Background: an optimization exercise with open tools, aiming at small area and few clock cycles per item. Do not read the settings as production practice.
Only simulation tests tie the RTL to the original design; equivalence was not proved.

==> flow/design.v (outline; a module is shown in full before it is edited, if it fits) <==
// module fir_stream_filter: 1354 lines
// module fir_fa: 4 lines
// module fir_ha: 4 lines
module fir_stream_filter (
  input  logic               clk,
  input  logic               rst_n,
  input  logic               in_valid,
  output logic               in_ready,
  input  logic signed [15:0] in_data,
  output logic               out_valid,
  input  logic               out_ready,
  output logic signed [15:0] out_data,
  output logic               out_sat,
  input  logic               coef_we,
  input  logic [2:0]         coef_addr,
  input  logic signed [15:0] coef_wdata,
  input  logic               coef_swap,
  input  logic               flush
);
  // ...
==> flow/run.sh <==
#!/bin/bash
# synth_recipe.tcl (not shown) runs the flow's synth.tcl, then flattens the netlist and writes it again
# the make line also repeats each setting of config.mk as NAME=value (left out here)
make -C /OpenROAD-flow-scripts/flow DESIGN_CONFIG=/design/flow/config.mk WORK_HOME=/design/flow/orfs CLKGATE_MAP_FILE= SYNTH_SCRIPT=/design/flow/synth_recipe.tcl finish
==> flow/config.mk <==
export PLATFORM = sky130hd
export DESIGN_NAME = fir_stream_filter
export DESIGN_NICKNAME = fir_stream_filter
export VERILOG_FILES = /design/flow/design.v
export SDC_FILE = /design/flow/constraint.sdc
export NUM_CORES = 4
export LEC_CHECK = 0
export ABC_AREA = 1
export CAP_MARGIN = 10
export CORE_MARGIN = 2
export CORE_UTILIZATION = 55
export CTS_BUF_LIST = sky130_fd_sc_hd__clkbuf_16
export CTS_CLUSTER_DIAMETER = 100
export CTS_CLUSTER_SIZE = 25
export SLEW_MARGIN = 10
export SYNTH_HIERARCHICAL = 1
export SYNTH_MINIMUM_KEEP_SIZE = 0
==> flow/constraint.sdc <==
create_clock -name core_clock -period 7.5 [get_ports {clk}]
set_input_delay 1.5000 -clock core_clock [delete_from_list [all_inputs] [get_ports {clk}]]
set_output_delay 1.5000 -clock core_clock [all_outputs]
set_load 0.01 [all_outputs]
==> key figures, run 1 <==
Status
  – Status: no timing/DRC/antenna violations

Cells and area
  – Flip-flop and latch share of the layout cell area: 20.97%
  – Multi-input combinational cell count: 3855
  – Most frequent cells in the layout: sky130_fd_sc_hd__fa_1 (1102), sky130_fd_sc_hd__xor2_1 (1008), sky130_fd_sc_hd__o22ai_1 (938)
  – Layout buffering overhead excluding clock cells: 4.752%
  – Final instance count without filler cells: 6206
  – Clk_buf instances: 37
  – Leading cell type in the layout, fill and taps excluded: sky130_fd_sc_hd__fa_1
  – Fraction of standard cell area in multi-input logic: 68.42%
  – Relative area of clock buffers and inverters in the final design: 2.146%
  – Number of fillers in the final layout: roughly 8600
  – Storage element area: around 0.013 mm2

Worst setup path
  – Endpoint type of the worst setup path: flip-flop
  – Startpoint kind of the worst setup timing path: flip-flop
  – Peak fanout along the critical path: 22
  – Arrival time of data at the critical path endpoint: approximately 7.3 ns
  – Worst-path cell with the longest stage delay: sky130_fd_sc_hd__fa_1
  – Critical Path Start: active[6][5]
  – Startpoint of the lowest-slack register-to-register path: active[6][5]
  – Critical path class: flip-flop to flip-flop

Hold path
  – Worst Min Path Start: shadow[6][10]

Floorplanning
  – Io pins: 61

Clocking
  – Buffers inserted by post-CTS timing repair: 0
  – Root cell of the clock tree: sky130_fd_sc_hd__clkbuf_16

Yosys
  – Most repeated cell in the gate-level netlist after synthesis: sky130_fd_sc_hd__fa_1
  – Proportion of synthesized area in mux cells: 0%
  – Area contributors post-synth: sky130_fd_sc_hd__fa_1 (39%), sky130_fd_sc_hd__edfxtp_1 (22%), sky130_fd_sc_hd__xor2_1 (16%), sky130_fd_sc_hd__o22ai_1 (10%), sky130_fd_sc_hd__clkbuf_1 (1.7%)
  – Cell count after synthesis: 4914
  – Compound-cell area share of the yosys netlist: about an eighth
  – Area share of the largest cell type after synthesis: roughly two fifths

Timing
  – Final hold violation count: 0
  – Crit path setup slack, layout: 0.5761 ns
  – Post-route worst hold slack: 0.4022 ns

Drt
  – DRC violations left: 0
  – Vias after detailed routing: between 40000 and 50000
  – Routed length on met3: roughly 22 mm

Placed design
  – PortBufs: 60
  – Final Wtd Congestion: 1.021
  – Area post-placement: between 0.05 and 0.06 mm2
Testbench counts, summed over its fixed seeds: cycles 8,256, items 8,192.
==> run 2, diff against run 1 <==
--- a/flow/design.v
+++ b/flow/design.v
@@ -16,26 +16,33 @@
 );
   logic        adv, accept;
   logic [15:0] shadow [8];
   logic [15:0] active [8];
   logic        swap_q;            
   logic [15:0] xn [7];            
   logic [2:0]  clr;               
   logic [15:0] ce [8];            
+  logic [15:0] wcode;             
   logic [16:0] pp [8][8];         
   logic [7:0]  ng [8];            
   logic [34:0] row_a, row_b;
   logic        fits;
   assign adv      = !out_valid || out_ready;
   assign in_ready = adv && !flush && !swap_q && clr == 3'd0;
   assign accept   = in_valid && in_ready;
+  always_comb begin
+    for (int j = 0; j < 8; j++) begin
+      wcode[2*j+1] = coef_wdata[2*j+1];
+      wcode[2*j]   = (j == 0) ? coef_wdata[0] : coef_wdata[2*j] ^ coef_wdata[2*j-1];
+    end
+  end
   always_ff @(posedge clk) begin
     for (int k = 0; k < 8; k++) begin
-      if (!rst_n || (coef_we && coef_addr == 3'(k))) shadow[k] <= rst_n ? coef_wdata : 16'd0;
+      if (!rst_n || (coef_we && coef_addr == 3'(k))) shadow[k] <= rst_n ? wcode : 16'd0;
       if (swap_q) active[k] <= shadow[k];
     end
   end
   always_ff @(posedge clk or negedge rst_n) begin
     if (!rst_n) swap_q <= 1'b1;
     else swap_q <= coef_swap;
   end
   always_ff @(posedge clk) begin
@@ -59,18 +66,18 @@
         assign xe = {in_data[15], in_data};
       end else begin : g_old
         assign ce[k] = active[k];
         assign xe = ~{xn[k-1][15], xn[k-1]};
       end
       assign cx = {ce[k], 1'b0};
       for (genvar j = 0; j < 8; j++) begin : g_dig
         assign ng[k][j] = cx[2*j+2];
-        assign one[j] = cx[2*j+1] ^ cx[2*j];
-        assign two[j] = (cx[2*j+2] ^ cx[2*j+1]) & ~one[j];
+        assign one[j] = cx[2*j+1];
+        assign two[j] = (cx[2*j+2] ^ cx[2*j]) & ~one[j];
         for (genvar i = 0; i < 17; i++) begin : g_bit
           if (i == 0) begin : g_lsb
             assign pp[k][j][i] = (one[j] & xe[i]) ^ cx[2*j+2];
           end else begin : g_mid
             assign pp[k][j][i] = ((one[j] & xe[i]) | (two[j] & xe[i-1])) ^ cx[2*j+2];
           end
         end
       end
==> run 2 against run 1 <==
Worst setup slack better by 0.076 ns. Register-to-register slack better by 0.08 ns. Cell count down 1.7%. Via count rose by 1.2%. Core utilization fell by 0.28 points. Maximum frequency up 1.1%. Still clean. Critical path depth shrank 2. Global-route usage rose by 3.6 points. Critical endpoint is now rb_q[9]. Highest routed layer is now met5. Area after synthesis decreased by 0.46%.
==> key figures, run 2 <==
Timing
  – Minimum clock period after layout: between 6 and 7 ns
  – Setup repair after global routing missed its margin: false
  – Worst rel slew slack: 15.06%
  – Final setup TNS: 0 ns
  – Maximum frequency from static timing analysis: 146.0 MHz
  – Maximum clock skew at final layout: 0.03589 ns
  – Final setup fails: 0
  – Crit path setup slack, layout: 0.6523 ns (+0.07624 ns)
  – Final-report max-slew violation count: 0
  – Share of the clock period used by the worst path after layout: about 91%
  – Final hold violation count: 0 (unchanged)
  – Slew at the pin with the worst max-slew slack: 1.269 ns

Worst setup path
  – End of the worst register-to-register path: rb_q[9]
  – Endpoint type of the worst setup path: flip-flop
  – Startpoint kind of the worst setup timing path: flip-flop
  – Worst Reg-to-Reg Cells: 12
  – Reg2Reg Setup Slack: 0.65 ns
  – Startpoint of the lowest-slack register-to-register path: active[4][11]
  – CP required: 7.93 ns
  – Critical path class: flip-flop to flip-flop
  – CP Capture Point: rb_q[9]
  – Critical Path Start: active[4][11]
  – Peak fanout along the critical path: 16 (-27%)
  – Arrival time of data at the critical path endpoint: 7.28 ns (about the same)

Cells and area
  – Number of fillers in the final layout: 8642 (+0.90%)
  – Storage element area: 0.01266 mm2 (unchanged)
  – Total non-filler cell area in the finished layout: 0.05997 mm2
  – Fraction of layout cells with a size suffix above 1: 9.575%
  – Most frequent cells in the layout: sky130_fd_sc_hd__fa_1 (1102), sky130_fd_sc_hd__xor2_1 (1064), sky130_fd_sc_hd__o22ai_1 (932)
  – Area taken by multi-input logic gates: 0.04097 mm2
  – Area overhead of the layout relative to synthesis: 6.169%
  – Leading cell type in the layout, fill and taps excluded: sky130_fd_sc_hd__fa_1
  – Top Registers: active: 128 flops, shadow: 128 flops, xn: 112 flops
  – Layout net count: 5921

Yosys
  – Synthesized area divided by synthesized cell count: 11.75 um2
  – Register bit total from synthesis: 422
  – Distinct cell type count of the synthesized netlist: 46
  – Cell Area, Synth: around 0.056 mm2
  – Most repeated cell in the gate-level netlist after synthesis: sky130_fd_sc_hd__fa_1
  – Part of the Yosys area used for sequential elements: 22.40%
  – Number of synthesized flops with an enable pin: 417
  – Library cell with the largest summed area after synthesis: sky130_fd_sc_hd__fa_1
  – Most numerous cell types in the synthesized netlist: sky130_fd_sc_hd__fa_1 (1102), sky130_fd_sc_hd__xor2_1 (1064), sky130_fd_sc_hd__o22ai_1 (932)
  – Cell count after synthesis: 4808 (-2.2%)
  – FFs w/ async S/R, synth: 1.185%
  – Ys flop type: sky130_fd_sc_hd__edfxtp_1
  – Area contributors post-synth: sky130_fd_sc_hd__fa_1 (39%), sky130_fd_sc_hd__edfxtp_1 (22%), sky130_fd_sc_hd__xor2_1 (16%), sky130_fd_sc_hd__o22ai_1 (10%), sky130_fd_sc_hd__clkbuf_1 (1.6%)
  – Area share of the largest cell type after synthesis: 39.06% (+0.18 points)
  – Yosys synthesis warning count: 19

Drt
  – Number of nets with antenna violations after routing: 0
  – Initial DRC count: 6892
  – Number of detailed-route iterations in the first pass: 6
  – Per-cell via count in the routed design: 6.899
  – Average detailed-routed wire length per instance: 39.32 um
  – Post-Route WL: 240.0 mm
  – Vias after detailed routing: 42102 (+1.2%)
  – DRC violations left: 0 (unchanged)

Clocking
  – Number of clock buffers inserted by TritonCTS: 28
  – Clock-pin slew on the worst setup and hold paths: ~0.10 ns
  – Number of H-tree levels: 1
  – Buffers inserted by post-CTS timing repair: 0 (unchanged)
  – Clock Path Buffers: 3
  – Root cell of the clock tree: sky130_fd_sc_hd__clkbuf_16
  – Number of buffers added to fix hold violations after cts: 0
  – Post_cts resized: 0
  – Latest clock arrival within the worst-skew pair: roughly 0.69 ns
  – Clock tree sinks: 422
  – TritonCTS clock tree: built

Hold path
  – Number of cells on the worst hold path: 0
  – Type of the most critical hold path: flip-flop to flip-flop

Floorplanning
  – Die Ht: approximately 320 um
  – Horizontal die dimension: 324.5 um
  – Io pins: 61 (unchanged)
  – Starting utilization of the core area: 55.44%
  – Cell Rows: 117
  – Die outline area: about 0.11 mm2
  – Placeable Area: about 0.1 mm2

Placed design
  – PortBufs: 60 (unchanged)
  – Final Wtd Congestion: 1.109 (+8.6%)
  – Area post-placement: 0.05895 mm2 (-0.16%)
  – HPWL after detailed placement: between 150 and 200 mm
  – Dpl ws: -0.007681 ns

GRT
  – Pin count of the biggest net entering global routing: 61
  – Via count of the first global-routing pass: between 40000 and 50000
  – Remaining global-route overflow: 0
  – Antenna violations before repair: 13
  – Total GRT Usage: between 40% and 50%
  – Global-route wire length before repair: 333.2 mm

Flow run
  – Max-cap violations: 0

Status
  – Status: no timing/DRC/antenna violations
==> run 2: cell count changes in the layout (fill, tap and decap cells not counted), moves of 6 or more <==
cell	before	now
sky130_fd_sc_hd__nor2_1	201	36
sky130_fd_sc_hd__inv_1	127	197
sky130_fd_sc_hd__a211oi_1	56	0
sky130_fd_sc_hd__xor2_1	1008	1064
sky130_fd_sc_hd__o21ai_2	8	59
sky130_fd_sc_hd__a21oi_1	84	131
sky130_fd_sc_hd__a21oi_2	56	9
sky130_fd_sc_hd__nand2_1	232	197
sky130_fd_sc_hd__inv_2	15	3
sky130_fd_sc_hd__clkbuf_16	37	29
sky130_fd_sc_hd__nand2_2	11	5
sky130_fd_sc_hd__o22ai_1	938	932
sky130_fd_sc_hd__o22ai_2	0	6
==> run 2: per-stage QoR <==
| stage | utilization [%] | hold slack [ns] | std cells |
|---|---|---|---|
| final | 58.86 | 0.4106 | 6103 |
| after global routing | 58.85 | 0.4113 | 6099 |
| after CTS | 58.85 | 0.4053 | 6099 |
| after detailed placement | 57.86 | 0.4045 | 6049 |
| after global placement | 57.86 | 0.4005 | 6049 |
| after floorplan | - | 0.4003 | 4816 |
==> run 2: layout make-up <==
| class | count | area share, % |
|---|---|---|
| multi-input cells | 3708 | 68.32 |
| repair buffers | 355 | 4.799 |
| inverters | 196 | 1.227 |
| diodes | 4 | 0.01669 |
| well taps | 1368 | 2.854 |
| clock inverters | 21 | 0.4653 |
| clock buffers | 29 | 1.210 |
| flip-flops and latches | 422 | 21.11 |
==> run 2: worst max-delay path, cell delays in order, from the launching register on <==
cell and delay (ns):
sky130_fd_sc_hd__edfxtp_1 0.76, sky130_fd_sc_hd__o21ai_2 0.81, sky130_fd_sc_hd__o22ai_1 0.17, sky130_fd_sc_hd__xor2_1 0.20, sky130_fd_sc_hd__fa_1 0.47, sky130_fd_sc_hd__fa_1 0.57
sky130_fd_sc_hd__fa_1 0.74, sky130_fd_sc_hd__fa_1 0.53, sky130_fd_sc_hd__fa_1 0.55, sky130_fd_sc_hd__fa_1 0.45, sky130_fd_sc_hd__fa_1 0.40, sky130_fd_sc_hd__fa_1 0.51
sky130_fd_sc_hd__fa_1 0.40
==> run 2: routing by layer <==
metal  global-route usage [%]  vias up  share of wire (%)
met2                    64.79     3482                 42
met5                        0        -              0.088
met1                    60.91    21639                 37
li1                         -    16328                  -
met3                    17.89      639                 15
met4                    23.84       14                7.0
==> run 2: worst min path at each step <==
stage / start / end / slack [ns]
4_1_cts: shadow[0][12] / active[0][12] / 0.41
3_3_place_gp: shadow[5][5] / active[5][5] / 0.40
5_1_grt: shadow[0][12] / active[0][12] / 0.41
6_report: shadow[0][12] / active[0][12] / 0.41
3_5_place_dp: shadow[0][15] / active[0][15] / 0.40
2_1_floorplan: shadow[0][0] / active[0][0] / 0.40
==> run 2: cell families (layout without fill, tap and decap cells) <==
| kind of cell | Yosys count | in the layout | share of synthesized area [%] |
|---|---|---|---|
| compound gates | 1196 | 1196 | 13.29 |
| fa+ha+maj | 1168 | 1168 | 40.52 |
| xor+xnor | 1069 | 1069 | 16.58 |
| buf+inv | 686 | 601 | 5.261 |
| flops | 422 | 422 | 22.40 |
| simple gates | 266 | 266 | 1.945 |
| other cells | 1 | 13 | 0.006639 |
==> run 2: Yosys stat by module (local to each module, per instance) <==
module             copies in the design  flip-flops and latches  cell area (um2)  cells inside
fir_stream_filter                     1                     422            34210          3684
fir_fa                             1093                       0            20.02             1
fir_ha                               31                       0            12.51             1
Testbench counts of run 2, summed over its fixed seeds: cycles 8,256, items 8,192.
==> run 3, diff against run 2 <==
==> flow/flow/run.sh (new file) <==
#!/bin/bash
set -o pipefail
export BUFFER_PORTS_ARGS="-buffer_cell sky130_fd_sc_hd__buf_1"
export REMOVE_ABC_BUFFERS=1
bash standard.sh > standard.log 2>&1
==> flow/standard.sh (new file) <==
#!/bin/bash
# synth_recipe.tcl (not shown) runs the flow's synth.tcl, then flattens the netlist and writes it again
# the make line also repeats each setting of config.mk as NAME=value (left out here)
make -C /OpenROAD-flow-scripts/flow DESIGN_CONFIG=/design/flow/config.mk WORK_HOME=/design/flow/orfs CLKGATE_MAP_FILE= SYNTH_SCRIPT=/design/flow/synth_recipe.tcl "${@:-finish}"
--- a/flow/config.mk
+++ b/flow/config.mk
@@ -12,6 +12,8 @@
 export CTS_BUF_LIST = sky130_fd_sc_hd__clkbuf_16
 export CTS_CLUSTER_DIAMETER = 100
 export CTS_CLUSTER_SIZE = 25
+export GPL_TIMING_DRIVEN = 0
+export SETUP_SLACK_MARGIN = 0.1
 export SLEW_MARGIN = 10
 export SYNTH_HIERARCHICAL = 1
 export SYNTH_MINIMUM_KEEP_SIZE = 0
removed: flow/run.sh
==> run 3 against run 2 <==
Worst setup slack got worse by 0.50 ns. Cell count is 3.7% lower.
==> key figures, run 3 <==
Timing
  – Final hold violation count: 0 (unchanged)
  – Worst rel slew slack: 4.857% (-10 points)
  – Post-route worst hold slack: 0.4107 ns (+0.00009000 ns)
  – Share of the clock period used by the worst path after layout: 97.93% (+6.6 points)
  – Slew at the pin with the worst max-slew slack: 1.427 ns (+0.1578 ns)
  – Minimum clock period after layout: 7.345 ns (+0.4973 ns)
  – Maximum clock skew at final layout: 0.03532 ns (-0.0005721 ns)
  – Final-report max-slew violation count: 0 (unchanged)
  – Setup repair after global routing missed its margin: false
  – Maximum frequency from static timing analysis: 136.1 MHz (-6.8%)
  – Crit path setup slack, layout: 0.1550 ns (-0.4973 ns)
  – Final setup fails: 0 (unchanged)

Placed design
  – Dpl ws: -0.3249 ns (-0.3172 ns)
  – HPWL after detailed placement: 190.3 mm (-4.4%)
  – Area post-placement: 0.05732 mm2 (-2.8%)
  – PortBufs: 60 (unchanged)
  – Final Wtd Congestion: 1.055 (-4.9%)

Floorplanning
  – Cell Rows: 117 (unchanged)
  – Horizontal die dimension: 324.5 um (unchanged)
  – Die Ht: 324.5 um (unchanged)
  – Placeable Area: 0.1019 mm2 (unchanged)
  – Starting utilization of the core area: 55.44% (unchanged)
  – Die outline area: 0.1053 mm2 (unchanged)
  – Io pins: 61 (unchanged)

Cells and area
  – Layout net count: 5697 (-3.8%)
  – Number of fillers in the final layout: 8651 (+0.10%)
  – Fraction of layout cells with a size suffix above 1: 5.235% (-4.3 points)
  – Area taken by multi-input logic gates: 0.04099 mm2 (about the same)
  – Leading cell type in the layout, fill and taps excluded: sky130_fd_sc_hd__fa_1
  – Area overhead of the layout relative to synthesis: 4.054%
  – Total non-filler cell area in the finished layout: 0.05877 mm2 (-2.0%)
  – Top Registers: active: 128 flops, shadow: 128 flops, xn: 112 flops
  – Most frequent cells in the layout: sky130_fd_sc_hd__fa_1 (1102), sky130_fd_sc_hd__xor2_1 (1064), sky130_fd_sc_hd__o22ai_1 (932)
  – Storage element area: 0.01266 mm2 (unchanged)

Yosys
  – Synthesized area divided by synthesized cell count: 11.75 um2 (unchanged)
  – Library cell with the largest summed area after synthesis: sky130_fd_sc_hd__fa_1
  – Cell Area, Synth: 0.05648 mm2 (unchanged)
  – Cell count after synthesis: 4808 (unchanged)
  – Most repeated cell in the gate-level netlist after synthesis: sky130_fd_sc_hd__fa_1
  – Ys flop type: sky130_fd_sc_hd__edfxtp_1
  – FFs w/ async S/R, synth: 1.185% (unchanged)
  – Area share of the largest cell type after synthesis: 39.06% (unchanged)
  – Area contributors post-synth: sky130_fd_sc_hd__fa_1 (39%), sky130_fd_sc_hd__edfxtp_1 (22%), sky130_fd_sc_hd__xor2_1 (16%), sky130_fd_sc_hd__o22ai_1 (10%), sky130_fd_sc_hd__clkbuf_1 (1.6%)
  – Yosys synthesis warning count: 19 (unchanged)
  – Register bit total from synthesis: 422 (unchanged)
  – Most numerous cell types in the synthesized netlist: sky130_fd_sc_hd__fa_1 (1102), sky130_fd_sc_hd__xor2_1 (1064), sky130_fd_sc_hd__o22ai_1 (932)
  – Distinct cell type count of the synthesized netlist: 46 (unchanged)
  – Part of the Yosys area used for sequential elements: 22.40% (unchanged)
  – Number of synthesized flops with an enable pin: 417 (unchanged)

Clocking
  – Clock Path Buffers: 3 (unchanged)
  – Number of H-tree levels: 1 (unchanged)
  – Latest clock arrival within the worst-skew pair: 0.70 ns (about the same)
  – TritonCTS clock tree: built
  – Clock-pin slew on the worst setup and hold paths: 0.11 ns (about the same)
  – Root cell of the clock tree: sky130_fd_sc_hd__clkbuf_16
  – Clock tree sinks: 422 (unchanged)
  – Number of clock buffers inserted by TritonCTS: 29 (+3.6%)

GRT
  – Total GRT Usage: 45.84% (+0.12 points)
  – Via count of the first global-routing pass: 41607 (-0.65%)
  – Layer with the highest usage: met2
  – Pin count of the biggest net entering global routing: 65 (+6.6%)
  – Antenna violations before repair: 3 (-10)
  – Fraction of met2 tracks used by global routing: 65.94% (+1.2 points)
  – Met1 GRT Util: 60.19% (-0.71 points)
  – Met3 Usage GRT: 19.77% (+1.9 points)
  – Global-route wire length before repair: 334.8 mm (+0.48%)
  – Remaining global-route overflow: 0 (unchanged)

Drt
  – DRC violations left: 0 (unchanged)
  – Number of detailed-route iterations in the first pass: 8 (+2)
  – Vias after detailed routing: 41656 (-1.1%)
  – Per-cell via count in the routed design: 7.088 (+2.7%)
  – Number of nets with antenna violations after routing: 0 (unchanged)
  – Initial DRC count: 6901 (+0.13%)
  – Average detailed-routed wire length per instance: 41.17 um (+4.7%)
  – Post-Route WL: 241.9 mm (+0.82%)

Hold path
  – Type of the most critical hold path: flip-flop to flip-flop

Worst setup path
  – Top cell by count, worst path: sky130_fd_sc_hd__fa_1
  – Arrival time of data at the critical path endpoint: 7.76 ns (+0.48 ns)
  – CP required: 7.92 ns (about the same)
  – Endpoint type of the worst setup path: flip-flop
  – Slowest cell delay on critical path: 0.85 ns (+0.04 ns)
  – Worst-path cell with the longest stage delay: sky130_fd_sc_hd__o21ai_2
  – Critical path class: flip-flop to flip-flop
  – Peak fanout along the critical path: 16 (unchanged)
  – Cells along the critical path: o21ai_2 -> a21oi_1 -> xor2_1 -> fa_1 -> fa_1 -> fa_1 -> fa_1 -> fa_1 -> fa_1 -> fa_1 -> fa_1 -> fa_1
  – Startpoint kind of the worst setup timing path: flip-flop
  – Number of buffer and inverter instances along the worst setup path: 0 (unchanged)
  – Top cell family by delay on the critical path: adder cells

Flow run
  – Max-cap violations: 0 (unchanged)

Status
  – Status: no timing/DRC/antenna violations
[run 3: changes by cell type in the layout (fill, tap and decap cells not counted), moves of 3 or more]
cell                              change
sky130_fd_sc_hd__clkinv_8             -7
sky130_fd_sc_hd__diode_2              -3
sky130_fd_sc_hd__clkbuf_16            +3
sky130_fd_sc_hd__buf_1               +59
sky130_fd_sc_hd__inv_12               +3
sky130_fd_sc_hd__buf_4              -290
sky130_fd_sc_hd__buf_6                +3
sky130_fd_sc_hd__nor2_1               -3
sky130_fd_sc_hd__clkdlybuf4s50_1     -60
sky130_fd_sc_hd__buf_16              +24
sky130_fd_sc_hd__buf_8               +37
[run 3: Yosys stat by module (local to each module, per instance)]
module / copies in the design / flops+latches
fir_stream_filter: 1 / 422
fir_ha: 31 / 0
fir_fa: 1093 / 0
[run 3: worst paths after layout]
check / from / cells past startpoint / to / slack, ns
worst max-delay path: active[1][3] / 12 / rb_q[9] / 0.15
worst min-delay path: shadow[0][6] / 0 / active[0][6] / 0.41
worst max register to register: active[1][3] / 12 / rb_q[9] / 0.15
worst min register to register: shadow[0][6] / 0 / active[0][6] / 0.41
max in group asynchronous: rst_n / 1 / out_valid / 6.20
min in group asynchronous: rst_n / 1 / out_valid / 0.84
[run 3: repair_timing]
item,in CTS,in global routing
setup endpoints to repair,6,15
setup buffers,2,5
hold buffers,0,0
resized for setup,0,2
[run 3: area by class of cell]
cell class | instances | share of cell area [%]
Clock inverter | 23 | 0.5642
Antenna cell | 1 | 0.004258
Inverter | 196 | 1.256
Tap cell | 1368 | 2.912
Clock buffer | 29 | 1.235
Sequential cell | 422 | 21.53
Multi-Input combinational cell | 3708 | 69.75
Timing Repair Buffer | 130 | 2.742
[run 3: cells by family after synthesis]
group / count (synthesis) / synth area share, %
AO/OA/AOI/OAI: 1196 / 13.29
adder cells (fa/ha/maj): 1168 / 40.52
flip-flops: 422 / 22.40
other: 1 / 0.006639
XOR/XNOR: 1069 / 16.58
AND/OR/NAND/NOR: 266 / 1.945
buffers and inverters: 686 / 5.261
[run 3: per-stage QoR]
| step | setup TNS, ns | instances | util [%] |
|---|---|---|---|
| CTS | 0 | 5859 | 57.32 |
| floorplan | 0 | 4326 | - |
| detailed placement | -2.540 | 5805 | 56.26 |
| finish | 0 | 5877 | 57.68 |
| global route | 0 | 5876 | 57.68 |
| global placement | -111.83 | 5754 | 55.17 |
[run 3: per-layer routing]
layer | vias to the layer above | share of wire, %
li1 | 15857 | -
met1 | 21549 | 36
met2 | 3554 | 42
met3 | 688 | 16
met4 | 8 | 6.3
met5 | - | 0.17
[run 3: worst reg2reg max path, delay by kind of cell, from the launching register on]
kind	cells	cell delay (ns)
fa+ha+maj	9	4.57
compound gates	2	1.04
xor+xnor	1	0.73
flops	1	0.72
==> run 4, diff against run 3 <==
--- a/flow/config.mk
+++ b/flow/config.mk
@@ -9,9 +9,9 @@
 export CAP_MARGIN = 10
 export CORE_MARGIN = 2
 export CORE_UTILIZATION = 55
-export CTS_BUF_LIST = sky130_fd_sc_hd__clkbuf_16
-export CTS_CLUSTER_DIAMETER = 100
-export CTS_CLUSTER_SIZE = 25
+export CTS_BUF_LIST = sky130_fd_sc_hd__clkbuf_8
+export CTS_CLUSTER_DIAMETER = 60
+export CTS_CLUSTER_SIZE = 12
 export GPL_TIMING_DRIVEN = 0
 export SETUP_SLACK_MARGIN = 0.1
 export SLEW_MARGIN = 10
==> run 4 against run 3 <==
Still clean. Worst setup slack worse by 0.041 ns. Die area unchanged. Flip-flop and latch count unchanged. Clock skew up 0.0084 ns. Sequential share of layout area about the same. Clock-buffer cell count up 27. Global-route usage up 0.23 points.
==> key figures, run 4 <==
Worst setup path
  – Startpoint kind of the worst setup timing path: flip-flop
  – Endpoint type of the worst setup path: flip-flop
  – Top cell by count, worst path: sky130_fd_sc_hd__fa_1
  – Slowest cell delay on critical path: 1.30 ns (+0.45 ns)
  – Arrival time of data at the critical path endpoint: 7.89 ns (+0.13 ns)
  – Cells along the critical path: a21oi_1 -> o21ai_4 -> o22ai_1 -> xor2_1 -> fa_1 -> fa_1 -> fa_1 -> fa_1 -> fa_1 -> fa_1 -> fa_1 -> fa_1 -> fa_1
  – Peak fanout along the critical path: 21 (+5)
  – Worst-path cell with the longest stage delay: sky130_fd_sc_hd__edfxtp_1
  – Startpoint of the lowest-slack register-to-register path: active[4][7]
  – Worst Reg-to-Reg Cells: 13 (+1)
  – CP required: 8.01 ns (+0.09 ns)
  – Critical Path Start: active[4][7]
  – Critical path class: flip-flop to flip-flop

GRT
  – Total GRT Usage: 46.07% (+0.23 points)
  – Global-route wire length before repair: 335.7 mm (+0.27%)
  – Remaining global-route overflow: 0 (unchanged)
  – Via count of the first global-routing pass: 41872 (+0.64%)
  – Pin count of the biggest net entering global routing: 65 (unchanged)
  – Antenna violations before repair: 3 (unchanged)

Yosys
  – Register bit total from synthesis: 422 (unchanged)
  – Area contributors post-synth: sky130_fd_sc_hd__fa_1 (39%), sky130_fd_sc_hd__edfxtp_1 (22%), sky130_fd_sc_hd__xor2_1 (16%), sky130_fd_sc_hd__o22ai_1 (10%), sky130_fd_sc_hd__clkbuf_1 (1.6%)
  – FFs w/ async S/R, synth: 1.185% (unchanged)
  – Library cell with the largest summed area after synthesis: sky130_fd_sc_hd__fa_1
  – Area share of the largest cell type after synthesis: 39.06% (unchanged)
  – Ys flop type: sky130_fd_sc_hd__edfxtp_1
  – Number of synthesized flops with an enable pin: 417 (unchanged)
  – Distinct cell type count of the synthesized netlist: 46 (unchanged)
  – Synthesized area divided by synthesized cell count: 11.75 um2 (unchanged)
  – Yosys synthesis warning count: 19 (unchanged)
  – Most numerous cell types in the synthesized netlist: sky130_fd_sc_hd__fa_1 (1102), sky130_fd_sc_hd__xor2_1 (1064), sky130_fd_sc_hd__o22ai_1 (932)
  – Cell Area, Synth: 0.05648 mm2 (unchanged)
  – Part of the Yosys area used for sequential elements: 22.40% (unchanged)
  – Most repeated cell in the gate-level netlist after synthesis: sky130_fd_sc_hd__fa_1
  – Cell count after synthesis: 4808 (unchanged)

Cells and area
  – Most frequent cells in the layout: sky130_fd_sc_hd__fa_1 (1102), sky130_fd_sc_hd__xor2_1 (1064), sky130_fd_sc_hd__o22ai_1 (932)
  – Leading cell type in the layout, fill and taps excluded: sky130_fd_sc_hd__fa_1
  – Number of fillers in the final layout: 8687 (+0.42%)
  – Layout net count: 5725 (+0.49%)
  – Area taken by multi-input logic gates: 0.04099 mm2 (about the same)
  – Storage element area: 0.01266 mm2 (unchanged)
  – Area overhead of the layout relative to synthesis: 4.127% (about the same)
  – Fraction of layout cells with a size suffix above 1: 6.044% (+0.81 points)
  – Top Registers: active: 128 flops, shadow: 128 flops, xn: 112 flops

Timing
  – Post-route worst hold slack: 0.4108 ns (+0.0001030 ns)
  – Minimum clock period after layout: 7.386 ns (+0.04107 ns)
  – Final setup fails: 0 (unchanged)
  – Final hold violation count: 0 (unchanged)
  – Crit path setup slack, layout: 0.1139 ns (-0.04107 ns)
  – Final-report max-slew violation count: 0 (unchanged)
  – Share of the clock period used by the worst path after layout: 98.48% (+0.55 points)
  – Maximum frequency from static timing analysis: 135.4 MHz (-0.56%)
  – Setup repair after global routing missed its margin: false
  – Final setup TNS: 0 ns (unchanged)
  – Slew at the pin with the worst max-slew slack: 1.417 ns (-0.009700 ns)
  – Maximum clock skew at final layout: 0.04375 ns (+0.008435 ns)
  – Worst rel slew slack: 5.504% (+0.65 points)

Floorplanning
  – Horizontal die dimension: 324.5 um (unchanged)
  – Io pins: 61 (unchanged)
  – Placeable Area: 0.1019 mm2 (unchanged)
  – Die Ht: 324.5 um (unchanged)
  – Starting utilization of the core area: 55.44% (unchanged)
  – Cell Rows: 117 (unchanged)
  – Die outline area: 0.1053 mm2 (unchanged)

Hold path
  – Number of cells on the worst hold path: 0 (unchanged)
  – Type of the most critical hold path: flip-flop to flip-flop
  – Worst Min Path Start: shadow[0][10]

Drt
  – Post-Route WL: 242.3 mm (+0.15%)
  – Vias after detailed routing: 41682 (+0.062%)
  – Average detailed-routed wire length per instance: 40.91 um (-0.63%)
  – Number of nets with antenna violations after routing: 0 (unchanged)
  – Per-cell via count in the routed design: 7.037 (-0.71%)
  – Initial DRC count: 6377 (-7.6%)
  – Number of detailed-route iterations in the first pass: 6 (-2)
  – DRC violations left: 0 (unchanged)

Clocking
  – Root cell of the clock tree: sky130_fd_sc_hd__clkbuf_8
  – TritonCTS clock tree: built
  – Latest clock arrival within the worst-skew pair: 0.81 ns (+0.11 ns)
  – Clock tree sinks: 422 (unchanged)
  – Clock-pin slew on the worst setup and hold paths: 0.09 ns (-0.02 ns)
  – Clock Path Buffers: 3 (unchanged)
  – Number of clock buffers inserted by TritonCTS: 56 (+93%)
  – Number of H-tree levels: 2 (+1)

Placed design
  – Final Wtd Congestion: 1.055 (unchanged)
  – PortBufs: 60 (unchanged)
  – HPWL after detailed placement: 190.3 mm (unchanged)
  – Dpl ws: -0.3249 ns (unchanged)

Status
  – Status: no timing/DRC/antenna violations

Flow run
  – Max-cap violations: 0 (unchanged)
## run 4: critical path: cells and delay by family, from the launching register on
family | cells | cell delay [ns]
adders and majority gates | 9 | 4.65
DFF | 1 | 1.30
AOI/OAI and AO/OA | 3 | 0.87
xor gates and xnor gates | 1 | 0.22
## run 4: cell families (layout without fill, tap and decap cells)
family,after synthesis,after routing,share of synthesized area (%)
xor+xnor,1069,1069,16.58
buf+inv,686,420,5.261
simple gates,266,266,1.945
flops,422,422,22.40
compound gates,1196,1196,13.29
fa+ha+maj,1168,1168,40.52
other cells,1,14,0.006639
## run 4: per-module statistics from Yosys, one instance, submodules excluded
module | cells inside | area [um2]
fir_stream_filter | 3684 | 34210
fir_fa | 1 | 20.02
fir_ha | 1 | 12.51
## run 4: routing by layer
metal  wire length [um]  vias up  GRT usage [%]
li1                   -    15941              -
met1              86590    21537          58.89
met2             101800     3505          65.77
met3              38720      697          22.23
met4              15190        2          21.99
met5                 17        -              0
## run 4: path summary, 6_finish.rpt
check / end / slack (ns)
max reg2reg: rb_q[8] / 0.11
min reg2reg: active[0][10] / 0.41
max in group asynchronous: out_valid / 6.28
min: active[0][10] / 0.41
min in group asynchronous: out_valid / 0.75
max: rb_q[8] / 0.11
## run 4: repair_timing
action / 4_1_cts / 5_1_grt
hold buffers: 0 / 0
setup endpoints to repair: 7 / 16
setup buffers: 2 / 6
resized for setup: 0 / 1
## run 4: stage by stage
step                      area, um2  std cells  utilization, %
after floorplan               54280       4326               -
after global placement        56210       5754           55.17
after detailed placement      57320       5805           56.26
after CTS                     58420       5900           57.34
after global routing          58800       5919           57.71
final                         58810       5923           57.72
## run 4: area by class of cell
class / count / share of cell area [%]
clock buffers: 56 / 1.310
diodes: 5 / 0.02127
inverters: 196 / 1.255
flip-flops and latches: 422 / 21.52
multi-input cells: 3708 / 69.70
well taps: 1368 / 2.910
clock inverters: 37 / 0.5106
repair buffers: 131 / 2.776

==> separate check: timing with driven ports <==
No port has a modelled driver above. Below, the same layouts with a new extraction and two added sets of constraints.
Step 1 assumes that a clkbuf_16 drives the clock port and a buf_2 every other input.
Step 2 times the ports against the registers' clock, not the clock port: input delays grow and output delays shrink by t, the midpoint of the rising clock arrivals with the driver on.
a / b / c = ideal / step 1 / step 2; a / b = the first two.
run	t (ns)	setup WS [ns]	worst hold slack (ns)	worst setup path at the end	pins driven straight from the clock port
run 1	0.706	0.576 / 0.576 / -0.063	0.402 / 0.402 / 0.402	input to register	1
run 2	0.751	0.652 / 0.652 / -0.046	0.411 / 0.411 / 0.411	input to register	1
run 3	0.769	0.155 / 0.155 / -0.423	0.411 / 0.411 / 0.411	input to register	1
run 4	0.867	0.114 / 0.114 / -0.420	0.411 / 0.411 / 0.411	input to register	1
With both steps, setup timing fails in every run listed, where it was met with ideal ports. The setup slack of run 2, which loses most, moves by 0.000 ns with the drivers and by -0.698 ns with both steps.
